This design comes from an exercise in tuning for small area on the open sky130 flow, not from production work. In this exercise RTL edits were held to simulation tests only and were not proved equivalent to the original. No driver is modelled on the clock port, so clocking that relies on it looks cheaper here than on a real chip. Power figures rest on the tool's default switching activity, not on a simulated workload.

[flow/design.v]
package sa_ctrl_pkg;
    localparam int PE_ROW = 4;
    localparam int PE_COL = 4;
    localparam int DATA_W   = 8;
    localparam int ADDR_W   = 10;
    localparam int SEL_W    = 2;
    localparam int FIELD_W  = 12;
    localparam int OPC_W    = 3;
    localparam int PRM_ID_W = 4;
    localparam int PARAM_W  = 16;
    localparam int PSUM_W   = 16;
    localparam int RUN_W    = $clog2(PE_ROW) + 1;  
    localparam int ROW_ID_W = $clog2(PE_ROW);
    localparam logic [OPC_W-1:0] OPC_NOP     = 3'd0;
    localparam logic [OPC_W-1:0] OPC_PARAM   = 3'd1;
    localparam logic [OPC_W-1:0] OPC_LDSRAM  = 3'd2;
    localparam logic [OPC_W-1:0] OPC_STSRAM  = 3'd3;  
    localparam logic [OPC_W-1:0] OPC_EX      = 3'd4;
    localparam logic [OPC_W-1:0] OPC_WBPARAM = 3'd6;
    localparam logic [PRM_ID_W-1:0] PRM_S     = 4'd0;
    localparam logic [PRM_ID_W-1:0] PRM_OC    = 4'd1;
    localparam logic [PRM_ID_W-1:0] PRM_IC    = 4'd2;
    localparam logic [PRM_ID_W-1:0] PRM_TRG   = 4'd3;
    localparam logic [PRM_ID_W-1:0] PRM_IC_WH = 4'd4;  
    localparam logic [DATA_W-1:0] TRG_ISRAM = 8'd0;
    localparam logic [DATA_W-1:0] TRG_WSRAM = 8'd1;
    localparam logic [DATA_W-1:0] TRG_PSRAM = 8'd2;
    localparam int DRAIN_CYCLES = PE_ROW + PE_COL;  
    typedef union packed {
        struct packed {
            logic [FIELD_W-PRM_ID_W-1:0] pad;
            logic [PRM_ID_W-1:0]         id;
        } prm;
        struct packed {
            logic [SEL_W-1:0]  sel;
            logic [ADDR_W-1:0] addr;
        } loc;
    } instr_field_u;
    typedef struct packed {
        logic              valid;
        logic [OPC_W-1:0]  opc;
        instr_field_u      fld;
        logic [DATA_W-1:0] data;
    } instr_t;
    typedef struct packed {
        logic   valid;
        instr_t instr;
    } cmd_t;
    typedef struct packed {
        logic              valid;
        logic [RUN_W-1:0]  run_ic;
        logic [RUN_W-1:0]  run_oc;
        logic [ADDR_W-1:0] base_i;
        logic [ADDR_W-1:0] base_w;
        logic              last;
    } tile_t;
    typedef struct packed {
        logic [PE_ROW-1:0]        we;
        logic [PE_ROW-1:0]        en;
        logic [PE_ROW*ADDR_W-1:0] addr;
        logic [PE_ROW*DATA_W-1:0] din;
    } sram_wr_t;
    typedef struct packed {
        logic [PARAM_W-1:0] s;
        logic [PARAM_W-1:0] oc;
        logic [PARAM_W-1:0] ic;
    } layer_prm_t;
endpackage
`timescale 1ns/1ps
module systolic_ctrl (
    input  logic        CLK,
    input  logic        RST,
    input  logic [23:0] instr_in,
    output logic        instr_stall,
    output logic [79:0] sram_input,
    output logic [79:0] sram_weight,
    output logic [1:0]  systolic_en_row_id,
    output logic [3:0]  systolic_en_w,
    output logic        wb_valid,
    output logic [15:0] wb_data,
    output logic        flag_finish
);
    localparam logic [2:0] S_IDLE  = 3'd0,  
                           S_START = 3'd1,  
                           S_WAIT  = 3'd2,  
                           S_PL    = 3'd3,  
                           S_RUN   = 3'd4,  
                           S_DRAIN = 3'd5,  
                           S_DONE  = 3'd6;  
    logic        cmd_vld;    
    logic        post;       
    logic [2:0]  opc;
    logic [11:0] fld;
    logic [7:0]  dat;
    logic [7:0]  trg;
    logic [7:0]  prm_s, prm_oc;
    logic [15:0] prm_ic;
    logic [2:0]  st;
    logic [7:0]  cnt;        
    logic [4:0]  cnt_hi;
    logic [7:0]  cnt_nxt;
    logic [13:0] d_ic;       
    logic [5:0]  d_oc;       
    logic busy;
    assign busy        = (st != S_IDLE);
    assign instr_stall = cmd_vld | busy;
    logic exe_prm, exe_ex;
    assign exe_prm = cmd_vld && (opc == 3'd1);
    assign exe_ex  = cmd_vld && (opc == 3'd4);
    logic [9:0] a_addr, p_base;
    assign a_addr = fld[9:0];
    assign p_base = {fld[11:10], dat};
    logic ic_nz, oc_nz, ic_more, oc_more, ic_zero, oc_zero, last;
    assign ic_nz   = |d_ic;
    assign oc_nz   = |d_oc;
    assign ic_more = (|d_ic[13:1]) || (d_ic[0] && |prm_ic[1:0]);
    assign oc_more = (|d_oc[5:1])  || (d_oc[0] && |prm_oc[1:0]);
    assign ic_zero = !ic_nz && (prm_ic[1:0] == 2'd0);
    assign oc_zero = !oc_nz && (prm_oc[1:0] == 2'd0);
    assign last    = (!ic_more && !oc_more) || ic_zero || oc_zero;
    logic [2:0] run_ic;
    logic [3:0] ic_mask, oc_mask;
    assign run_ic  = ic_nz ? 3'd4 : {1'b0, prm_ic[1:0]};
    assign ic_mask = ic_nz ? 4'hf : ~(4'hf << prm_ic[1:0]);
    assign oc_mask = oc_nz ? 4'hf : ~(4'hf << prm_oc[1:0]);
    logic pre, load, run;
    assign pre  = (st == S_PL) && !cnt[0];
    assign load = (st == S_PL) &&  cnt[0];
    assign run  = (st == S_RUN);
    logic [7:0] cnt_inc;
    assign cnt_inc = cnt + 8'd1;
    always_ff @(posedge CLK or posedge RST) begin
        if (RST) begin
            cmd_vld <= 1'b0;
            post    <= 1'b0;
            st      <= S_IDLE;
        end else begin
            cmd_vld <= !instr_stall && instr_in[23];
            post    <= cmd_vld;
            case (st)
                S_IDLE:  if (exe_ex) st <= S_START;
                S_START: st <= S_WAIT;
                S_WAIT:  st <= (ic_zero || oc_zero) ? S_DONE : S_PL;
                S_PL:    if (cnt[2:0] == 3'd7) st <= (prm_s == 8'd0) ? S_DRAIN : S_RUN;
                S_RUN:   if (cnt_inc == prm_s) st <= S_DRAIN;
                S_DRAIN: if (cnt[2:0] == 3'd7) st <= S_DONE;
                default: st <= last ? S_IDLE : S_WAIT;
            endcase
        end
    end
    assign cnt_nxt = (st == S_WAIT || (st == S_PL && cnt[2:0] == 3'd7) || (run && cnt_inc == prm_s))
                     ? 8'd0 : cnt_inc;
    assign cnt = {cnt_hi, opc};
    always_ff @(posedge CLK) begin
        cnt_hi <= cnt_nxt[7:3];
    end
    always_ff @(posedge CLK or posedge RST) begin
        if (RST) begin
            prm_s  <= '0;
            prm_oc <= '0;
            prm_ic <= '0;
            trg    <= '0;
        end else if (exe_prm) begin
            case (fld[3:0])
                4'd0: prm_s  <= dat;
                4'd1: prm_oc <= dat;
                4'd2: prm_ic <= {8'd0, dat};
                4'd3: trg    <= dat;
                4'd4: prm_ic[15:8] <= dat;
                default: ;
            endcase
        end
    end
    logic [9:0] delta;       
    logic       neg;
    assign neg   = !ic_nz && (prm_ic[1:0] != 2'd3);
    assign delta = ic_nz ? 10'd1 : {{8{neg}}, prm_ic[1] ^ prm_ic[0], ~prm_ic[0]};
    logic       last_ld, swap, inc, keep;
    logic [9:0] dsel, sum;
    assign last_ld = load && (cnt[2:1] == 2'd3);
    assign swap    = exe_ex || (st == S_START) || last_ld || (st == S_DONE);
    assign inc     = (load && !last_ld) || run;
    assign keep    = last_ld || ((st == S_DONE) && ic_more);
    assign dsel    = last_ld ? delta : {9'd0, inc};
    assign sum     = a_addr + dsel;
    always_ff @(posedge CLK) begin
        if (!instr_stall) begin
            {opc, fld, dat} <= instr_in[22:0];
        end else begin
            if (busy) begin
                opc <= cnt_nxt[2:0];
            end
            if (swap) begin
                fld[9:0]          <= p_base;
                {fld[11:10], dat} <= keep ? sum : 10'd0;
            end else if (inc) begin
                fld[9:0] <= sum;
            end
        end
    end
    always_ff @(posedge CLK) begin
        if (st == S_START) begin
            d_ic <= prm_ic[15:2];
            d_oc <= prm_oc[7:2];
        end else if (st == S_DONE) begin
            if (ic_more) begin
                d_ic <= d_ic - 14'd1;
            end else begin
                d_ic <= prm_ic[15:2];
                d_oc <= d_oc - 6'd1;
            end
        end
    end
    logic       ld, ld_i, ld_w;
    logic [3:0] sel, we_i, we_w, en_i, en_w;
    assign ld     = post && (opc == 3'd2);
    assign ld_i   = ld && (trg == 8'd0);
    assign ld_w   = ld && (trg == 8'd1);
    assign sel    = 4'b0001 << fld[11:10];
    assign we_i   = {4{ld_i}} & sel;
    assign we_w   = {4{ld_w}} & sel;
    assign en_i   = we_i | ({4{run}} & ic_mask);
    assign en_w   = we_w | ({4{pre}} & oc_mask);
    always_comb begin
        sram_input[79:76]  = we_i;
        sram_input[75:72]  = en_i;
        sram_weight[79:76] = we_w;
        sram_weight[75:72] = en_w;
        for (int i = 0; i < 4; i++) begin
            sram_input[32 + i*10 +: 10]  = en_i[i] ? a_addr : 10'd0;
            sram_weight[32 + i*10 +: 10] = en_w[i] ? a_addr : 10'd0;
            sram_input[i*8 +: 8]         = we_i[i] ? dat : 8'd0;
            sram_weight[i*8 +: 8]        = we_w[i] ? dat : 8'd0;
        end
    end
    assign systolic_en_w      = {4{load}};
    assign systolic_en_row_id = load ? cnt[2:1] : 2'd0;
    assign wb_valid = post && (opc == 3'd6) && (fld[3:2] == 2'd0);
    always_comb begin
        case (fld[1:0])
            2'd0:    wb_data = {8'd0, prm_s};
            2'd1:    wb_data = {8'd0, prm_oc};
            2'd2:    wb_data = prm_ic;
            default: wb_data = {8'd0, trg};
        endcase
    end
    assign flag_finish = (st == S_DONE) && last;
endmodule
[flow/flow/run.sh]
#!/bin/bash
# Standard ORFS layout with three changes: ABC's area script replaced by a deeper one
# (flow/abc_area.script), the smallest buffer cell on every port, no dummy clock loads, and
# clock buffers shrunk after CTS where the clock-pin slew allows (flow/cts_downsize.tcl).
set -euo pipefail
W=$PWD
rm -rf "$W/scripts_local"
cp -r "$FLOW_HOME/scripts" "$W/scripts_local"
cp "$W/flow/abc_area.script" "$W/scripts_local/abc_area.script"
export SCRIPTS_DIR="$W/scripts_local"
export BUFFER_PORTS_ARGS="-buffer_cell sky130_fd_sc_hd__buf_1"
export CTS_ARGS="-sink_clustering_enable -repair_clock_nets -dont_use_dummy_load -buf_list sky130_fd_sc_hd__clkbuf_8"
export POST_CTS_TCL="$W/flow/cts_downsize.tcl"
bash standard.sh > standard.log 2>&1
[flow/flow/abc_area.script]
strash
&get -n
&deepsyn -T 120
&put
balance -l
resub -K 6 -l
rewrite -l
resub -K 6 -N 2 -l
refactor -l
resub -K 8 -l
balance -l
resub -K 8 -N 2 -l
rewrite -l
resub -K 10 -l
rewrite -z -l
resub -K 10 -N 2 -l
balance -l
resub -K 12 -l
refactor -z -l
resub -K 12 -N 2 -l
rewrite -z -l
balance -l
dch -f
amap
topo
[flow/flow/cts_downsize.tcl]
# POST_CTS hook: shrink each clock buffer CTS inserted to the smallest clkbuf that keeps
# every flip-flop clock pin's estimated slew under the limit.
set limit_ps 110.0
proc my_clk_worst_slew {} {
  set w 0.0
  foreach pin [get_pins -hierarchical */CLK] {
    foreach an {max min} {
      foreach e {rise fall} {
        set s [expr {1000.0 * [get_property $pin slew_${an}_$e]}]
        if {$s > $w} { set w $s }
      }
    }
  }
  return $w
}
estimate_parasitics -placement
set block [ord::get_db_block]
set start [my_clk_worst_slew]
puts "cts_downsize: worst clock pin slew before: $start"
foreach inst [$block getInsts] {
  set name [$inst getName]
  if {![string match clkbuf_* $name]} { continue }
  set orig [[$inst getMaster] getName]
  foreach cand {sky130_fd_sc_hd__clkbuf_2 sky130_fd_sc_hd__clkbuf_4} {
    if {$cand eq $orig} { break }
    replace_cell [get_cells $name] $cand
    estimate_parasitics -placement
    set w [my_clk_worst_slew]
    if {$w <= $limit_ps} {
      puts "cts_downsize: $name $orig -> $cand (worst slew $w)"
      set orig ""
      break
    }
    replace_cell [get_cells $name] $orig
  }
}
estimate_parasitics -placement
puts "cts_downsize: worst clock pin slew after: [my_clk_worst_slew]"
[flow/standard.sh]
#!/bin/bash
# synth_recipe.tcl (not shown) runs the flow's synth.tcl, then flattens the netlist and writes it again
# the make line also repeats each setting of config.mk as NAME=value (left out here)
make -C /OpenROAD-flow-scripts/flow DESIGN_CONFIG=/design/flow/config.mk WORK_HOME=/design/flow/orfs CLKGATE_MAP_FILE= SYNTH_SCRIPT=/design/flow/synth_recipe.tcl "${@:-finish}"
[flow/config.mk]
export PLATFORM = sky130hd
export DESIGN_NAME = systolic_ctrl
export DESIGN_NICKNAME = systolic_ctrl
export VERILOG_FILES = /design/flow/design.v
export SDC_FILE = /design/flow/constraint.sdc
export NUM_CORES = 4
export LEC_CHECK = 0
export ABC_AREA = 1
export CAP_MARGIN = 20
export CORE_MARGIN = 2
export CORE_UTILIZATION = 40
export CTS_BUF_LIST = sky130_fd_sc_hd__clkbuf_8
export SLEW_MARGIN = 20
[flow/constraint.sdc]
create_clock -name core_clock -period 8.0 [get_ports {CLK}]
set_input_delay 1.6000 -clock core_clock [delete_from_list [all_inputs] [get_ports {CLK}]]
set_output_delay 1.6000 -clock core_clock [all_outputs]
set_load 0.01 [all_outputs]
==> flow_summary.toml, run 1 <==
[drt]
avgRoutedWirePerCell_um = 17.7
met1Wirelength_um = 8420
wl_um = 20000
ant_nets = 0
drc_errors = 0
avgViaCountPerCell = 5.39
drt-pass1-iter-count = 5
wl_met3_um = 1370
highest_layer = "met4"
drt-initial-drc-count = 558
route.met2.wl_um = 9750
vias = 6098

[die]
initial_core_util = 0.405
dieWidth_um = 122
die_h_um = 122
ios = 211
core_mm2 = 0.0138
rows = 43
die-area_mm2 = 0.0149

[power]
switchingPower_w = 0.000933
cellLeakagePower_nw = 2.50
power.internal_w = 0.000974
p_clk_frac = 0.129
p_sw_frac = 0.489
power_w = 0.00191
ir_drop_v = 0.000188
pwr-share-seq = 0.376
power.density_mw_per_mm2 = 285
combPwrFrac = 0.495

[sta]
max_freq_mhz = 200
post-route-period-util = 0.624
finalCriticalPeriod_ns = 4.99
tns_ns = 0
skew_ns = 0.0216
relSlewSlack = 0.329
final_hold_viol_count = 0
tightest_slew_ns = 0.998
finalSetupViolCount = 0
slew_viol_final = 0
rsz0062_at_grt = "no"

[synthesis]
ys_top_cells_by_area = "edfxtp_1 (23%), dfrtp_1 (20%), nor2_1 (16%)"
syn_area_per_cell_um2 = 7.60
synth-edff-count = 43
synth-compound-area-share = 0.189
synth_xor_area_frac = 0.00157
synth.net_count = 772
synth.most_common_cell = "nor2_1"
synth_top_cell_by_area = "edfxtp_1"
synth_fa_ha_area_frac = 0.0283
ys_warn_count = 1
synth-seq-area-share = 0.452
synth_area_mm2 = 0.00558
synth_seq_cells = 93
synth_top_area_frac = 0.232
ys.flop_type = "dfrtp_1"
synth_top_cells_by_count = "nor2_1 (242), clkinv_1 (121), o22ai_1 (60), nand2_1 (46), dfrtp_1 (45)"
synth_simple_gate_area_share = 0.243
synth_top_family_by_area = "simple AND/OR/NAND/NOR gates"
async_flop_share = 0.484
synth.distinct_cells = 40
synth.area.mux_share = 0
synthCells = 734

[setup_path]
cp_cell_sequence = "clkinv_1, ha_1, nand2_1, nor2_1, nand4_1, or2_0, nor2_1, clkinv_1, o21ai_0, clkinv_1, nor2_1, buf_1"
crit_path_end_kind = "output port"
critical_path_arrival_ns = 3.39
cp-start-kind = "flip-flop"
crit_path_max_fanout = 10
cp_top_family = "simple AND/OR/NAND/NOR gates"
crit_required_ns = 6.40
cp_slowest_cell = "edfxtp_1"
cp_num_buf_inv = 4
max_stage_delay_ns = 0.49
crit_type = "reg2out"

[place]
postPlaceCellArea_mm2 = 0.00659
post-place-cells = 1123
gp_congestion = 0.904
numPortBuffers = 210
dp_hpwl_um = 15100

[global_route]
track_usage = 0.268
grt_max_degree = 46
grt_pass1_wl_um = 30000
overflow = 0
grt_pass1_vias = 5350
antenna_found_initial = 0

[clock_network]
clkLatencyLatePin_ns = 0.57
cts_tree = "yes"
cts.sinks = 93
clkTransAtPathRegs_ns = 0.09

[finish]
multi_input_area_mm2 = 0.00258
syn_to_final_growth_pct = 20.2
fin_area_mm2 = 0.00670
seqCellArea_mm2 = 0.00252
fin_cells = 1132
diodes = 0
drive_gt1_frac = 0.0147
fillers = 1491
fin_util = 0.487
final_nets = 992

[outcome]
status = "complete, no violations"

[worst_hold_path]
hold_path.class = "reg2reg"

[run]
cap_violations = 0
layer usage:
metal  up-vias  GRT usage
met1      2838      0.362
met5         -          0
met3        40     0.0365
met2       279      0.443
met4         0     0.0884
li1       2941          -
area by class of cell:
type / instances / share of cell area
clock buffer: 9 / 0.0172
timing repair buffer: 213 / 0.121
sequential: 93 / 0.376
tap: 180 / 0.0336
multi-input combinational: 516 / 0.385
inverter: 121 / 0.0678
cells by family (layout without fill, tap and decap cells):
| kind of cell | after synthesis | after routing |
|---|---|---|
| compound gates | 168 | 168 |
| xor+xnor | 1 | 1 |
| fa+ha+maj | 12 | 12 |
| buf+inv | 125 | 343 |
| flops | 93 | 93 |
| simple gates | 335 | 335 |
registers in the layout, summed over array words and instances, names as in the netlist:
signal,cells
prm_ic,16
d_ic,14
fld,12
dat,8
prm_oc,8
prm_s,8
trg,8
d_oc,6
cnt_hi,5
opc,3
st,3
cmd_vld,1
post,1
metrics by stage:
stage	setup WS [ns]	hold WS, ns
2_1_floorplan	3.99	0.415
3_3_place_gp	3.79	0.475
3_5_place_dp	3.67	0.483
5_1_grt	2.80	0.524
6_report	3.01	0.503
worst paths after layout:
| kind | start | endpoint | slack (ns) | depth (start not counted) |
|---|---|---|---|---|
| worst max-delay path | opc[0]$_DFFE_PP_ | sram_input[36] | 3.01 | 12 |
| worst min-delay path | cmd_vld$_DFF_PP0_ | post$_DFF_PP0_ | 0.50 | 0 |
| worst max register to register | d_ic[6]$_DFFE_PP_ | fld[8]$_DFFE_PP_ | 3.66 | 16 |
| worst min register to register | cmd_vld$_DFF_PP0_ | post$_DFF_PP0_ | 0.50 | 0 |
| max in group asynchronous | RST | prm_oc[5]$_DFFE_PP0P_ | 6.17 | 2 |
| min in group asynchronous | RST | prm_ic[13]$_DFFE_PP0P_ | 1.22 | 2 |
cell usage in the layout, fill, tap and decap left out, types with 4 or more instances in the layout:
cell      Yosys  layout
nor2_1      242     242
buf_1         0     210
clkinv_1    121     120
o22ai_1      60      60
nand2_1      46      46
dfrtp_1      45      45
edfxtp_1     43      43
o21ai_0      36      36
a21oi_1      30      30
nor3_1       13      12
ha_1         11      11
clkbuf_8      0       8
or2_0         7       7
a31oi_1       7       7
nand3_1       6       6
nand4_1       5       5
nor4_1        5       5
o221ai_1      5       5
a22oi_1       5       5
dfxtp_1       5       5
a221oi_1      4       4
power by group through the flow:
| stage | sequential [W] | clock [W] | combinational [W] |
|---|---|---|---|
| 3_3_place_gp | 0.000724 | 0 | 0.000933 |
| 6_report | 0.000718 | 0.000245 | 0.000944 |
| 2_1_floorplan | 0.000701 | 0 | 0.000614 |
| 3_5_place_dp | 0.000725 | 0 | 0.000931 |
| 5_1_grt | 0.000729 | 0.000265 | 0.00104 |
==> inputs of run 2 (changes only) <==
--- a/flow/config.mk
+++ b/flow/config.mk
@@ -8,6 +8,7 @@
 export ABC_AREA = 1
 export CAP_MARGIN = 20
 export CORE_MARGIN = 2
-export CORE_UTILIZATION = 40
+export CORE_UTILIZATION = 60
 export CTS_BUF_LIST = sky130_fd_sc_hd__clkbuf_8
+export PLACE_DENSITY = 0.7
 export SLEW_MARGIN = 20
==> run 2 against run 1 <==
Net effect: count of clock-buffer cells in the layout did not move; synthesized area did not move; combinational power fell by 0.4%; sequential share of layout area rose by 0.48 points; setup slack improved by 0.0034 ns; largest cell class unchanged; still clean; worst hold slack improved by 0.025 ns; largest power group unchanged; clock power fell by 2%.
==> flow_summary.toml, run 2 <==
[global_route]
track_usage = 0.381
overflow = 0
grt_max_degree = 46
antenna_found_initial = 0
grt_pass1_vias = 5548
grt_pass1_wl_um = 29200

[synthesis]
ys_top_cells_by_area = "edfxtp_1 (23%), dfrtp_1 (20%), nor2_1 (16%)"
synth.most_common_cell = "nor2_1"
synth.distinct_cells = 40
synth_top_area_frac = 0.232
synth_top_cells_by_count = "nor2_1 (242), clkinv_1 (121), o22ai_1 (60), nand2_1 (46), dfrtp_1 (45)"
ys_warn_count = 1
syn_area_per_cell_um2 = 7.60
synth_top_cell_by_area = "edfxtp_1"
synth.net_count = 772
async_flop_share = 0.484
ys.flop_type = "dfrtp_1"
synth_seq_cells = 93
synth-seq-area-share = 0.452
synth_area_mm2 = 0.00558
synthCells = 734
synth-edff-count = 43

[run]
cap_violations = 0

[power]
switchingPower_w = 0.000929
cellLeakagePower_nw = 2.50
combPwrFrac = 0.495
power.internal_w = 0.000970
power.density_mw_per_mm2 = 287
p_clk_frac = 0.127
p_sw_frac = 0.489
pwr-share-seq = 0.378
ir_drop_v = 0.000222

[worst_hold_path]
hold_path.class = "reg2reg"
min_path_cells = 0

[die]
die_h_um = 100
dieWidth_um = 100
core_mm2 = 0.00911
die-area_mm2 = 0.0101
initial_core_util = 0.612
ios = 211
rows = 35

[sta]
final_hold_viol_count = 0
max_freq_mhz = 201
slew_viol_final = 0
relSlewSlack = 0.325
post-route-period-util = 0.623
skew_ns = 0.0274
tns_ns = 0
rsz0062_at_grt = "no"
finalCriticalPeriod_ns = 4.99
tightest_slew_ns = 1.00
finalSetupViolCount = 0

[setup_path]
cp_top_family = "buffers and inverters"
crit_cells = 12
r2r_end = "fld[8]$_DFFE_PP_"
crit_required_ns = 6.40
crit_path_end_kind = "output port"
cp-start-kind = "flip-flop"
rr_worst_depth = 16
crit_path_start = "opc[0]$_DFFE_PP_"
regToRegSetupSlack_ns = 3.63
cp_cell_sequence = "clkinv_1, ha_1, nand2_1, nor2_1, nand4_1, or2_0, nor2_1, clkinv_1, o21ai_0, clkinv_1, nor2_1, buf_1"
cp_num_buf_inv = 4
crit_type = "reg2out"
cp_slowest_cell = "edfxtp_1"
crit_path_max_fanout = 10
critical_path_arrival_ns = 3.39
critPathCapture = "sram_input[53]"
max_stage_delay_ns = 0.50
worstReg2RegStart = "d_ic[7]$_DFFE_PP_"

[drt]
avgViaCountPerCell = 6.03
wl_um = 19600
avgRoutedWirePerCell_um = 18.4
drt-pass1-iter-count = 6
vias = 6412
drt-initial-drc-count = 648
ant_nets = 0
drc_errors = 0

[finish]
largestRegisters = "prm_ic: 16 flops, d_ic: 14 flops, fld: 12 flops"
largest_reg_flops = 16
seqCellArea_mm2 = 0.00252
multi_input_area_mm2 = 0.00258
final_nets = 993
final_cell_mix = "nor2_1 (242), buf_1 (210), clkinv_1 (121)"
fillers = 760
syn_to_final_growth_pct = 18.7
regMostFlops = "prm_ic"
fin_area_mm2 = 0.00662
layout_commonest_cell = "nor2_1"
drive_gt1_frac = 0.0147
diodes = 0

[place]
gp_congestion = 0.913
postPlaceCellArea_mm2 = 0.00651
numPortBuffers = 210
dp_hpwl_um = 14800

[clock_network]
cts.sinks = 93
clkTransAtPathRegs_ns = 0.10
cts_tree = "yes"
clkLatencyLatePin_ns = 0.57

[outcome]
status = "complete, no violations"
-- run 2: layout make-up --
class / instances / share of cell area
tap: 111 / 0.0210
inverter: 121 / 0.0686
clock buffer: 9 / 0.0165
sequential: 93 / 0.380
timing repair buffer: 214 / 0.124
multi-input combinational: 516 / 0.390
-- run 2: per-stage QoR --
step                setup WS (ns)  std cells  power [W]  hold slack [ns]  utilization
finish                       3.01       1064    0.00190            0.528        0.726
global route                 2.72       1064    0.00200            0.551        0.726
floorplan                    3.99        734    0.00131            0.415            -
detailed placement           3.71       1055    0.00164            0.508        0.714
global placement             3.82       1055    0.00161            0.506        0.714
-- run 2: routing by layer --
metal / vias to the layer above / share of wire / track usage
li1: 2951 / - / -
met1: 2954 / 0.38 / 0.505
met2: 437 / 0.48 / 0.626
met3: 70 / 0.10 / 0.0536
met4: 0 / 0.038 / 0.168
met5: - / 0 / 0
-- run 2: how the worst min path moves through the flow --
stage / slack (ns) / startpoint / end
after floorplan: 0.41 / cmd_vld$_DFF_PP0_ / post$_DFF_PP0_
after global placement: 0.51 / cmd_vld$_DFF_PP0_ / post$_DFF_PP0_
after detailed placement: 0.51 / cmd_vld$_DFF_PP0_ / post$_DFF_PP0_
after global routing: 0.55 / cmd_vld$_DFF_PP0_ / post$_DFF_PP0_
final: 0.53 / cmd_vld$_DFF_PP0_ / post$_DFF_PP0_
-- run 2: power by group through the flow --
stage	registers [W]	clock network, W	logic [W]
6_report	0.000718	0.000241	0.000940
5_1_grt	0.000729	0.000252	0.00101
3_5_place_dp	0.000725	0	0.000913
3_3_place_gp	0.000721	0	0.000892
2_1_floorplan	0.000701	0	0.000614
-- run 2: cells by family after synthesis --
logic type               share of synthesized area
AO/OA/AOI/OAI                                0.189
XOR/XNOR                                   0.00157
adder cells (fa/ha/maj)                     0.0283
buffers and inverters                       0.0869
flip-flops                                   0.452
AND/OR/NAND/NOR                              0.243
==> inputs of run 3 (changes only) <==
--- a/flow/flow/run.sh
+++ b/flow/flow/run.sh
@@ -1,5 +1,5 @@
 #!/bin/bash
-# Standard ORFS layout with three changes: ABC's area script replaced by a deeper one
+# Standard ORFS layout with these changes: ABC's area script replaced by a deeper one
 # (flow/abc_area.script), the smallest buffer cell on every port, no dummy clock loads, and
 # clock buffers shrunk after CTS where the clock-pin slew allows (flow/cts_downsize.tcl).
 set -euo pipefail
--- a/flow/config.mk
+++ b/flow/config.mk
@@ -8,7 +8,6 @@
 export ABC_AREA = 1
 export CAP_MARGIN = 20
 export CORE_MARGIN = 2
-export CORE_UTILIZATION = 60
+export CORE_UTILIZATION = 40
 export CTS_BUF_LIST = sky130_fd_sc_hd__clkbuf_8
-export PLACE_DENSITY = 0.7
 export SLEW_MARGIN = 20
==> run 3 against run 2 <==
Net effect: clock skew fell by 0.0058 ns; flip-flop and latch count unchanged; sequential power about the same; combinational power grew 0.4%; synthesized cell count stayed put; critical endpoint is now sram_input[36]; routed wire length increased by 2.3%; still clean; non-clock buffer count is 1 lower.
==> flow_summary.toml, run 3 <==
[global_route]
grt_pass1_wl_um = 30000
grt_pass1_vias = 5350
antenna_found_initial = 0
grt_max_degree = 46
overflow = 0
track_usage = 0.268

[synthesis]
syn_area_per_cell_um2 = 7.60
synth_top_area_frac = 0.232
synth.most_common_cell = "nor2_1"
async_flop_share = 0.484
synth.net_count = 772
synthCells = 734
ys_top_cells_by_area = "edfxtp_1 (23%), dfrtp_1 (20%), nor2_1 (16%)"
synth_seq_cells = 93
ys.flop_type = "dfrtp_1"
synth.distinct_cells = 40
synth_top_cell_by_area = "edfxtp_1"
synth-seq-area-share = 0.452
synth-edff-count = 43
synth_area_mm2 = 0.00558
synth_top_cells_by_count = "nor2_1 (242), clkinv_1 (121), o22ai_1 (60), nand2_1 (46), dfrtp_1 (45)"
ys_warn_count = 1

[setup_path]
crit_required_ns = 6.40
cp-start-kind = "flip-flop"
max_stage_delay_ns = 0.49
cp_cell_sequence = "clkinv_1, ha_1, nand2_1, nor2_1, nand4_1, or2_0, nor2_1, clkinv_1, o21ai_0, clkinv_1, nor2_1, buf_1"
crit_path_max_fanout = 10
crit_type = "reg2out"
crit_path_end_kind = "output port"
cp_slowest_cell = "edfxtp_1"
critical_path_arrival_ns = 3.39

[drt]
wl_um = 20000
avgRoutedWirePerCell_um = 17.7
drt-initial-drc-count = 558
ant_nets = 0
drc_errors = 0
drt-pass1-iter-count = 5
vias = 6098
avgViaCountPerCell = 5.39

[power]
p_clk_frac = 0.129
combPwrFrac = 0.495
power.density_mw_per_mm2 = 285
pwr-share-seq = 0.376
cellLeakagePower_nw = 2.50
power.internal_w = 0.000974
p_sw_frac = 0.489
ir_drop_v = 0.000188
switchingPower_w = 0.000933

[clock_network]
cts.sinks = 93
clkTransAtPathRegs_ns = 0.09
clkLatencyLatePin_ns = 0.57
cts_tree = "yes"

[sta]
tightest_slew_ns = 0.998
max_freq_mhz = 200
final_hold_viol_count = 0
post-route-period-util = 0.624
fin_ws_ns = 3.01
slew_viol_final = 0
finalSetupViolCount = 0
finalCriticalPeriod_ns = 4.99
tns_ns = 0
relSlewSlack = 0.329
skew_ns = 0.0216
rsz0062_at_grt = "no"

[place]
dp_hpwl_um = 15100
numPortBuffers = 210
dp_slack_ns = 3.67
gp_congestion = 0.904

[die]
initial_core_util = 0.405
rows = 43
dieWidth_um = 122
core_mm2 = 0.0138
die-area_mm2 = 0.0149
ios = 211
die_h_um = 122

[finish]
largestRegisters = "prm_ic: 16 flops, d_ic: 14 flops, fld: 12 flops"
syn_to_final_growth_pct = 20.2
drive_gt1_frac = 0.0147
fillers = 1491
diodes = 0
fin_util = 0.487
final_cell_mix = "nor2_1 (242), buf_1 (210), clkinv_1 (120)"
final_nets = 992
largest_reg_flops = 16
layout_commonest_cell = "nor2_1"
regMostFlops = "prm_ic"

[outcome]
status = "complete, no violations"

[run]
cap_violations = 0

[worst_hold_path]
hold_path.class = "reg2reg"
[run 3: final timing paths]
path / from / end / slack [ns] / cells past startpoint
max: opc[0]$_DFFE_PP_ / sram_input[36] / 3.01 / 12
min: cmd_vld$_DFF_PP0_ / post$_DFF_PP0_ / 0.50 / 0
max reg2reg: d_ic[6]$_DFFE_PP_ / fld[8]$_DFFE_PP_ / 3.66 / 16
min reg2reg: cmd_vld$_DFF_PP0_ / post$_DFF_PP0_ / 0.50 / 0
max in group asynchronous: RST / prm_oc[5]$_DFFE_PP0P_ / 6.17 / 2
min in group asynchronous: RST / prm_ic[13]$_DFFE_PP0P_ / 1.22 / 2
[run 3: per-stage QoR]
step | hold WS, ns | cells | total power, W | instance area [um^2]
5_1_grt | 0.524 | 1132 | 0.00203 | 6700
6_report | 0.503 | 1132 | 0.00191 | 6700
3_5_place_dp | 0.483 | 1123 | 0.00166 | 6590
3_3_place_gp | 0.475 | 1123 | 0.00166 | 6590
2_1_floorplan | 0.415 | 734 | 0.00131 | 5580
[run 3: kinds of logic (layout without fill, tap and decap cells)]
family	count (synthesis)	count (layout)	share of synthesized area
compound gates	168	168	0.189
xor+xnor	1	1	0.00157
fa+ha+maj	12	12	0.0283
flops	93	93	0.452
buf+inv	125	343	0.0869
simple gates	335	335	0.243
[run 3: power groups by stage]
stage	Sequential [W]	Combinational [W]	Clock, W
after floorplan	0.000701	0.000614	0
after global placement	0.000724	0.000933	0
after detailed placement	0.000725	0.000931	0
after global routing	0.000729	0.00104	0.000265
final	0.000718	0.000944	0.000245
[run 3: cell type report]
cell class	instances	area, um^2	area share
clock buffer	9	115	0.0172
timing repair buffer	213	811	0.121
sequential	93	2520	0.376
multi-input combinational	516	2580	0.385
inverter	121	454	0.0678
tap	180	225	0.0336
[run 3: per-layer routing]
metal / track usage / routed length (um) / up-vias
met5: 0 / 0 / -
met4: 0.0884 / 498 / 0
met3: 0.0365 / 1370 / 40
met2: 0.443 / 9750 / 279
met1: 0.362 / 8420 / 2838
li1: - / - / 2941
[run 3: worst max-delay path: cells and delay by family, from the launching register on]
family / cells / cell delay [ns]
DFF: 1 / 0.49
AOI/OAI and AO/OA: 1 / 0.26
adders and majority gates: 1 / 0.15
and+or+nand+nor: 6 / 0.98
buffers and inverters: 4 / 0.96
==> inputs of run 4 (changes only) <==
--- a/flow/flow/abc_area.script
+++ b/flow/flow/abc_area.script
@@ -21,5 +21,5 @@
 rewrite -z -l
 balance -l
 dch -f
-amap
+amap -m -A 10 -F 4
 topo
==> run 4 against run 3 <==
Net effect: maximum frequency fell by 11%; critical path depth fell by 3; critical path type unchanged; final cell count fell by 0.71%; synthesized area fell by 0.20%; power rose by 1.7%; clock power fell by 3%; die area fell by 0.20%.
==> flow_summary.toml, run 4 <==
[setup_path]
regToRegSetupSlack_ns = 3.28
cp-start-kind = "flip-flop"
worstReg2RegStart = "d_ic[6]$_DFFE_PP_"
crit_path_max_fanout = 10
rr_worst_depth = 14
crit_type = "reg2out"
crit_path_end_kind = "output port"
r2r_end = "fld[9]$_DFFE_PP_"
crit_path_start = "trg[2]$_DFFE_PP0P_"
crit_required_ns = 6.40
critical_path_arrival_ns = 4.03

[synthesis]
synth_xor_area_frac = 0.00157
synth_simple_gate_area_share = 0.250
synthCells = 724
syn_area_per_cell_um2 = 7.69
synth-edff-count = 43
synth_top_area_frac = 0.232
ys_top_cells_by_area = "edfxtp_1 (23%), dfrtp_1 (20%), nor2_1 (16%)"
ys.flop_type = "dfrtp_1"
synth_top_family_by_area = "simple AND/OR/NAND/NOR gates"
ys_warn_count = 1
synth_top_cell_by_area = "edfxtp_1"
synth-seq-area-share = 0.452
synth.distinct_cells = 45
synth.most_common_cell = "nor2_1"
synth_top_cells_by_count = "nor2_1 (240), clkinv_1 (110), a21oi_1 (45), dfrtp_1 (45), edfxtp_1 (43)"
synth_seq_cells = 93
async_flop_share = 0.484
synth-compound-area-share = 0.188
synth_area_mm2 = 0.00556
synth.area.mux_share = 0
synth_fa_ha_area_frac = 0.0283
synth.net_count = 762

[finish]
syn_to_final_growth_pct = 20.3
final_cell_mix = "nor2_1 (240), buf_1 (210), clkinv_1 (109)"
regMostFlops = "prm_ic"
drive_gt1_frac = 0.0159
layout_commonest_cell = "nor2_1"
largestRegisters = "prm_ic: 16 flops, d_ic: 14 flops, fld: 12 flops"
final_nets = 983
largest_reg_flops = 16
fillers = 1435

[power]
p_clk_frac = 0.123
power.internal_w = 0.000981
p_sw_frac = 0.494
power.density_mw_per_mm2 = 290
switchingPower_w = 0.000958
power_w = 0.00194
cellLeakagePower_nw = 2.51
combPwrFrac = 0.505
pwr-share-seq = 0.373
ir_drop_v = 0.000143

[clock_network]
cts_tree = "yes"
clkLatencyLatePin_ns = 0.59
clkTransAtPathRegs_ns = 0.09
cts.sinks = 93

[outcome]
status = "complete, no violations"

[global_route]
overflow = 0
grt_pass1_wl_um = 29000
grt_pass1_vias = 5271
antenna_found_initial = 1
grt_max_degree = 46
track_usage = 0.261

[drt]
drc_errors = 0
wl_um = 19700
avgViaCountPerCell = 5.32
vias = 5978
drt-initial-drc-count = 470
avgRoutedWirePerCell_um = 17.5
ant_nets = 0
drt-pass1-iter-count = 7

[sta]
skew_ns = 0.0372
tightest_slew_ns = 1.05
tns_ns = 0
max_freq_mhz = 178
fin_ws_ns = 2.37
relSlewSlack = 0.298
finalSetupViolCount = 0
finalCriticalPeriod_ns = 5.63
post-route-period-util = 0.704
final_hold_viol_count = 0
rsz0062_at_grt = "no"
slew_viol_final = 0

[worst_hold_path]
hold_path_end = "st[2]$_DFFE_PP0P_"
hold_start = "st[1]$_DFFE_PP0P_"
min_path_cells = 1
hold_path.class = "reg2reg"

[die]
core_mm2 = 0.0137
die-area_mm2 = 0.0149
dieWidth_um = 122
initial_core_util = 0.406
die_h_um = 122
rows = 43
ios = 211

[place]
dp_slack_ns = 3.05
numPortBuffers = 210
gp_congestion = 0.844
dp_hpwl_um = 15000

[run]
cap_violations = 0
[run 4: cell types whose count changed after synthesis, moves of 5 or more]
cell      delta
o22ai_1     -27
nor3_1      +19
a21oi_1     +15
clkinv_1    -11
nand2_1     -11
a222oi_1     +6
a31oi_1      -5
or4_1        +5
[run 4: power by group through the flow]
stage               sequential [W]  combinational (W)  clock [W]
floorplan                 0.000705           0.000631          0
global placement          0.000729           0.000973          0
detailed placement        0.000731           0.000971          0
global route              0.000736            0.00107   0.000259
finish                    0.000723           0.000979   0.000238
[run 4: stage by stage]
stage	std cells	util	instance area [um^2]	hold slack [ns]
floorplan	724	-	5560	0.414
global placement	1114	0.480	6580	0.476
detailed placement	1114	0.480	6580	0.463
global route	1124	0.488	6690	0.515
finish	1124	0.488	6690	0.490
[run 4: worst max path at each step]
stage,to,slack (ns),cells after the start
after detailed placement,sram_weight[52],3.05,9
after global placement,sram_weight[52],3.13,9
after global routing,sram_weight[52],2.17,11
final,sram_weight[52],2.37,9
after floorplan,sram_weight[52],3.36,8
[run 4: kinds of logic after synthesis]
kind of cell    Yosys count
fa+ha+maj                12
flops                    93
simple gates            339
compound gates          165
xor+xnor                  1
buf+inv                 114
[run 4: final cells by class]
cell class | count | area (um^2) | share of cell area
clock buffer | 9 | 109 | 0.0163
antenna | 1 | 2.50 | 0.000374
timing repair buffer | 214 | 818 | 0.122
multi-input combinational | 517 | 2610 | 0.390
tap | 180 | 225 | 0.0336
sequential | 93 | 2520 | 0.376
inverter | 110 | 413 | 0.0617
[run 4: worst max-delay path: stages (launching register included)]
cell and delay (ns):
dfrtp_1 0.40, or4_1 0.54, or4_1 0.53, nand2b_1 0.21
nor3_1 0.21, clkinv_1 0.28, o311ai_0 0.27, clkinv_1 0.54
nor2_1 0.29, buf_1 0.17
[run 4: per-layer routing]
layer	GRT usage	wire length [um]	vias to the layer above
met5	0	0	-
met4	0.0675	365	0
met3	0.0478	1230	21
met2	0.451	9720	274
met1	0.338	8400	2750
li1	-	-	2933
==> inputs of run 5 (changes only) <==
--- a/flow/flow/abc_area.script
+++ b/flow/flow/abc_area.script
@@ -21,5 +21,5 @@
 rewrite -z -l
 balance -l
 dch -f
-amap -m -A 10 -F 4
+amap
 topo
--- a/flow/config.mk
+++ b/flow/config.mk
@@ -6,8 +6,8 @@
 export NUM_CORES = 4
 export LEC_CHECK = 0
 export ABC_AREA = 1
-export CAP_MARGIN = 20
+export CAP_MARGIN = 0
 export CORE_MARGIN = 2
 export CORE_UTILIZATION = 40
 export CTS_BUF_LIST = sky130_fd_sc_hd__clkbuf_8
-export SLEW_MARGIN = 20
+export SLEW_MARGIN = 0
==> run 5 against run 4 <==
Net effect: synthesized area increased by 0.20%; worst hold slack improved by 0.014 ns; first-iteration DRC count increased by 19%; clock power increased by 3%; clock skew decreased by 0.016 ns; critical path type unchanged; global-route usage increased by 0.64 points; flip-flop and latch count unchanged; power decreased by 1.7%; via count increased by 2.0%; still clean; critical endpoint is now sram_input[36]; combinational power decreased by 3.6%; design area increased by 0.11%; final cell count increased by 0.71%.
==> flow_summary.toml, run 5 <==
[synthesis]
synth_top_cells_by_count = "nor2_1 (242), clkinv_1 (121), o22ai_1 (60), nand2_1 (46), dfrtp_1 (45)"
synth-edff-count = 43
synth.most_common_cell = "nor2_1"
synth_seq_cells = 93
ys_warn_count = 1
synth-seq-area-share = 0.452
synthCells = 734
synth_area_mm2 = 0.00558
syn_area_per_cell_um2 = 7.60
ys.flop_type = "dfrtp_1"
async_flop_share = 0.484
synth.distinct_cells = 40
synth_top_cell_by_area = "edfxtp_1"
synth.net_count = 772
ys_top_cells_by_area = "edfxtp_1 (23%), dfrtp_1 (20%), nor2_1 (16%)"
synth_top_area_frac = 0.232

[die]
core_mm2 = 0.0138
dieWidth_um = 122
rows = 43
ios = 211
die-area_mm2 = 0.0149
initial_core_util = 0.405
die_h_um = 122

[finish]
layout_commonest_cell = "nor2_1"
largest_reg_flops = 16
final_nets = 992
fin_util = 0.487
syn_to_final_growth_pct = 20.2
drive_gt1_frac = 0.0147
diodes = 0
regMostFlops = "prm_ic"
final_cell_mix = "nor2_1 (242), buf_1 (210), clkinv_1 (120)"
largestRegisters = "prm_ic: 16 flops, d_ic: 14 flops, fld: 12 flops"

[sta]
max_freq_mhz = 200
finalCriticalPeriod_ns = 4.99
tightest_slew_ns = 0.998
finalSetupViolCount = 0
final_hold_viol_count = 0
slew_viol_final = 0
whs_ns = 0.503
skew_ns = 0.0216
post-route-period-util = 0.624
relSlewSlack = 0.329
tns_ns = 0
rsz0062_at_grt = "no"

[worst_hold_path]
hold_path.class = "reg2reg"

[global_route]
antenna_found_initial = 0
track_usage = 0.268
grt_pass1_wl_um = 30000
gr-usage-met3 = 0.0365
grt_max_degree = 46
grt_use_met2 = 0.443
overflow = 0
use_met1 = 0.362
top_usage_layer = "met2"
grt_pass1_vias = 5350

[setup_path]
crit_required_ns = 6.40
cp_cell_sequence = "clkinv_1, ha_1, nand2_1, nor2_1, nand4_1, or2_0, nor2_1, clkinv_1, o21ai_0, clkinv_1, nor2_1, buf_1"
cp_slowest_cell = "edfxtp_1"
cp-start-kind = "flip-flop"
crit_path_end_kind = "output port"
crit_type = "reg2out"
crit_path_max_fanout = 10
critical_path_arrival_ns = 3.39
max_stage_delay_ns = 0.49

[clock_network]
clkTransAtPathRegs_ns = 0.09
cts_tree = "yes"
cts.sinks = 93
clkLatencyLatePin_ns = 0.57

[place]
gp_congestion = 0.904
dp_hpwl_um = 15100
numPortBuffers = 210

[power]
ir_drop_v = 0.000188
power.density_mw_per_mm2 = 285
power_w = 0.00191
cellLeakagePower_nw = 2.50

[drt]
drt-initial-drc-count = 558
drc_errors = 0
wl_um = 20000
vias = 6098
avgViaCountPerCell = 5.39
drt-pass1-iter-count = 5
avgRoutedWirePerCell_um = 17.7
ant_nets = 0

[run]
cap_violations = 0

[outcome]
status = "complete, no violations"
## run 5: cell type report
class | instances | area, um^2
fill | 1491 | 7070
timing repair buffer | 213 | 811
sequential | 93 | 2520
multi-input combinational | 516 | 2580
tap | 180 | 225
inverter | 121 | 454
clock buffer | 9 | 115
## run 5: layer usage
metal  vias to the layer above  wire, um
met5                         -         0
met4                         0       498
met3                        40      1370
met2                       279      9750
met1                      2838      8420
li1                       2941         -
## run 5: where the power goes
part | switching [W] | internal (W)
Sequential | 0.0000800 | 0.000637
Combinational | 0.000699 | 0.000245
Clock | 0.000154 | 0.0000911
## run 5: metrics by stage
stage,setup slack (ns),std cells,instance area (um^2)
final,3.01,1132,6700
after floorplan,3.99,734,5580
after global routing,2.80,1132,6700
after global placement,3.79,1123,6590
after detailed placement,3.67,1123,6590
## run 5: logic make-up (layout without fill, tap and decap cells)
| kind of cell | Yosys count | in the layout | share of synthesized area |
|---|---|---|---|
| AO/OA/AOI/OAI | 168 | 168 | 0.189 |
| XOR/XNOR | 1 | 1 | 0.00157 |
| adder cells (fa/ha/maj) | 12 | 12 | 0.0283 |
| buffers and inverters | 125 | 343 | 0.0869 |
| flip-flops | 93 | 93 | 0.452 |
| AND/OR/NAND/NOR | 335 | 335 | 0.243 |
## run 5: final timing paths
| kind | start | to | slack, ns | depth (start not counted) |
|---|---|---|---|---|
| worst min-delay path | cmd_vld$_DFF_PP0_ | post$_DFF_PP0_ | 0.50 | 0 |
| worst min register to register | cmd_vld$_DFF_PP0_ | post$_DFF_PP0_ | 0.50 | 0 |
| min in group asynchronous | RST | prm_ic[13]$_DFFE_PP0P_ | 1.22 | 2 |
| max in group asynchronous | RST | prm_oc[5]$_DFFE_PP0P_ | 6.17 | 2 |
| worst max-delay path | opc[0]$_DFFE_PP_ | sram_input[36] | 3.01 | 12 |
| worst max register to register | d_ic[6]$_DFFE_PP_ | fld[8]$_DFFE_PP_ | 3.66 | 16 |
## run 5: worst max-delay path, delay by kind of cell, from the launching register on
kind                       cells  cell delay, ns
and+or+nand+nor                6            0.98
buffers and inverters          4            0.96
DFF                            1            0.49
AOI/OAI and AO/OA              1            0.26
adders and majority gates      1            0.15
==> inputs of run 6 (changes only) <==
==> flow/flow/run.sh (replaced) <==
#!/bin/bash
# Standard ORFS layout with these changes: ABC's area script replaced by a deeper one
# (flow/abc_area.script); the smallest buffer cell on every port and on outputs that share a
# net after synthesis; no dummy clock loads; and clock buffers shrunk after CTS where the
# clock-pin slew allows (flow/cts_downsize.tcl). Each tool's log stays under orfs/logs/.
set -euo pipefail
W=$PWD
rm -rf "$W/scripts_local"
cp -r "$FLOW_HOME/scripts" "$W/scripts_local"
cp "$W/flow/abc_area.script" "$W/scripts_local/abc_area.script"
sed -i 's/insbuf -buf {\*}\$::env(MIN_BUF_CELL_AND_PORTS)/insbuf -buf sky130_fd_sc_hd__buf_1 A X/' \
  "$W/scripts_local/synth.tcl"
grep -q "insbuf -buf sky130_fd_sc_hd__buf_1 A X" "$W/scripts_local/synth.tcl"
export SCRIPTS_DIR="$W/scripts_local"
export BUFFER_PORTS_ARGS="-buffer_cell sky130_fd_sc_hd__buf_1"
export CTS_ARGS="-sink_clustering_enable -repair_clock_nets -dont_use_dummy_load -buf_list sky130_fd_sc_hd__clkbuf_8"
export POST_CTS_TCL="$W/flow/cts_downsize.tcl"
bash standard.sh > standard.log 2>&1
--- a/flow/config.mk
+++ b/flow/config.mk
@@ -6,8 +6,8 @@
 export NUM_CORES = 4
 export LEC_CHECK = 0
 export ABC_AREA = 1
-export CAP_MARGIN = 0
+export CAP_MARGIN = 20
 export CORE_MARGIN = 2
 export CORE_UTILIZATION = 40
 export CTS_BUF_LIST = sky130_fd_sc_hd__clkbuf_8
-export SLEW_MARGIN = 0
+export SLEW_MARGIN = 20
==> run 6 against run 5 <==
Net effect: sequential share of layout area shrank 0.077 points; global-route usage increased by 0.16 points; final cell count barely moved; die area is 0.26% lower; synthesized cell count stayed put; critical path type unchanged; clock skew grew 0.0071 ns; first-iteration DRC count fell by 4.7%; flip-flop and latch count is the same; largest cell class unchanged.
==> flow_summary.toml, run 6 <==
[drt]
drt-pass1-iter-count = 5
drt-initial-drc-count = 532
drc_errors = 0
wl_um = 20000
vias = 6086
ant_nets = 0
avgRoutedWirePerCell_um = 17.7
avgViaCountPerCell = 5.37

[clock_network]
cts.sinks = 93
clkLatencyLatePin_ns = 0.57
clkTransAtPathRegs_ns = 0.11
cts_tree = "yes"

[outcome]
status = "complete, no violations"

[setup_path]
critical_path_arrival_ns = 3.53
max_stage_delay_ns = 0.49
crit_path_end_kind = "output port"
cp_top_family = "simple AND/OR/NAND/NOR gates"
crit_required_ns = 6.40
crit_type = "reg2out"
cp_num_buf_inv = 4
crit_path_max_fanout = 10
cp_slowest_cell = "edfxtp_1"
cp_cell_sequence = "clkinv_1, ha_1, nand2_1, nor2_1, nand4_1, or2_0, nor2_1, clkinv_1, o21ai_0, clkinv_1, nor2_1, buf_1"
cp-start-kind = "flip-flop"

[synthesis]
ys.flop_type = "dfrtp_1"
synth_top_cells_by_count = "nor2_1 (242), clkinv_1 (121), o22ai_1 (60), nand2_1 (46), dfrtp_1 (45)"
ys_warn_count = 1
synth-seq-area-share = 0.453
synth.most_common_cell = "nor2_1"
synthCells = 734
async_flop_share = 0.484
syn_area_per_cell_um2 = 7.58
synth-edff-count = 43
synth.distinct_cells = 40
ys_top_cells_by_area = "edfxtp_1 (23%), dfrtp_1 (20%), nor2_1 (16%)"
synth.net_count = 772
synth_top_area_frac = 0.232
synth_top_cell_by_area = "edfxtp_1"
synth_seq_cells = 93
synth_area_mm2 = 0.00556

[worst_hold_path]
hold_path.class = "reg2reg"

[finish]
regMostFlops = "prm_ic"
largestRegisters = "prm_ic: 16 flops, d_ic: 14 flops, fld: 12 flops"
diodes = 0
syn_to_final_growth_pct = 20.8
layout_commonest_cell = "nor2_1"
largest_reg_flops = 16
final_nets = 993
final_cell_mix = "nor2_1 (242), buf_1 (210), clkinv_1 (120)"
drive_gt1_frac = 0.0157
fin_util = 0.489
fin_cells = 1133

[power]
ir_drop_v = 0.000127
cellLeakagePower_nw = 2.51
power_w = 0.00189
power.density_mw_per_mm2 = 281

[die]
die-area_mm2 = 0.0149
core_mm2 = 0.0137
rows = 43
ios = 211
dieWidth_um = 122
initial_core_util = 0.405
die_h_um = 122

[sta]
max_freq_mhz = 195
finalCriticalPeriod_ns = 5.13
tns_ns = 0
skew_ns = 0.0287
finalSetupViolCount = 0
final_hold_viol_count = 0
post-route-period-util = 0.642
tightest_slew_ns = 0.970
rsz0062_at_grt = "no"
slew_viol_final = 0
fin_ws_ns = 2.87
relSlewSlack = 0.348

[global_route]
grt_pass1_vias = 5307
track_usage = 0.269
antenna_found_initial = 0
overflow = 0
grt_pass1_wl_um = 30300
grt_max_degree = 46

[place]
numPortBuffers = 210
dp_hpwl_um = 15200
dp_slack_ns = 3.55
post-place-cells = 1123
gp_congestion = 0.977

[run]
cap_violations = 0
-- run 6: cell count changes after synthesis --
cell,previous run,this run
buf_1,0,4
buf_4,4,0
-- run 6: metal layers --
layer,vias up,part of all wire,GRT usage
met4,0,0.017,0.0668
met5,-,0,0
met1,2867,0.45,0.388
li1,2950,-,-
met2,240,0.45,0.419
met3,29,0.075,0.0506
-- run 6: kinds of logic (layout without fill, tap and decap cells) --
group / count (synthesis) / after routing / synth area share
flip-flops: 93 / 93 / 0.453
AO/OA/AOI/OAI: 168 / 168 / 0.189
AND/OR/NAND/NOR: 335 / 335 / 0.243
buffers and inverters: 125 / 344 / 0.0844
XOR/XNOR: 1 / 1 / 0.00158
adder cells (fa/ha/maj): 12 / 12 / 0.0284
-- run 6: layout make-up --
| cell class | instances | area, um^2 |
|---|---|---|
| well taps | 180 | 225 |
| fillers | 1460 | 7000 |
| inverters | 121 | 454 |
| flip-flops and latches | 93 | 2520 |
| repair buffers | 214 | 831 |
| clock buffers | 9 | 109 |
| multi-input cells | 516 | 2580 |
-- run 6: metrics by stage --
step / cell area, um^2 / hold slack (ns)
floorplan: 5560 / 0.415
finish: 6720 / 0.514
global placement: 6590 / 0.498
global route: 6720 / 0.539
detailed placement: 6590 / 0.486
-- run 6: final timing paths --
kind	depth (start not counted)	endpoint	slack, ns	start
min in group asynchronous	2	prm_oc[5]$_DFFE_PP0P_	0.97	RST
max	12	sram_input[38]	2.87	opc[0]$_DFFE_PP_
min reg2reg	1	st[2]$_DFFE_PP0P_	0.51	st[1]$_DFFE_PP0P_
max reg2reg	16	fld[8]$_DFFE_PP_	3.91	d_ic[7]$_DFFE_PP_
min	1	st[2]$_DFFE_PP0P_	0.51	st[1]$_DFFE_PP0P_
max in group asynchronous	3	st[0]$_DFFE_PP0P_	6.52	RST
-- run 6: power by group --
part	internal, W	switching (W)	leakage, nW
clock	0.0000858	0.000151	0.0591
combinational	0.000246	0.000692	1.39
sequential	0.000637	0.0000779	1.06

## afterwards: timing with drivers on the ports
No port has a modelled driver above. Below, the same layouts with a new extraction and two added sets of constraints.
Step 1 assumes that a clkbuf_16 drives the clock port and a buf_2 every other input.
Step 2, shift: input delay + t, output delay - t, t = (earliest + latest rising clock arrival at the registers) / 2. This alone moves slack from input paths to output paths.
Three values: ideal ports, drivers, drivers and shift; two values: the first two.
run	shift t [ns]	slack for setup (ns)	hold WS [ns]	worst register clock-pin slew, ns	worst slew at a driven data input, ns
run 1	0.589	3.010 / 2.980 / 3.569	0.503 / 0.503 / 0.503	0.10 / 0.10	0.04
run 2	0.596	3.014 / 2.979 / 3.575	0.528 / 0.528 / 0.528	0.10 / 0.10	0.05
run 3	0.589	3.010 / 2.980 / 3.569	0.503 / 0.503 / 0.503	0.10 / 0.10	0.04
run 4	0.611	2.368 / 2.331 / 2.941	0.490 / 0.490 / 0.490	0.10 / 0.10	0.03
run 5	0.589	3.010 / 2.980 / 3.569	0.503 / 0.503 / 0.503	0.10 / 0.10	0.04
run 6	0.585	2.866 / 2.837 / 3.421	0.514 / 0.514 / 0.514	0.11 / 0.11	0.04
After both steps every run listed still meets setup and hold.
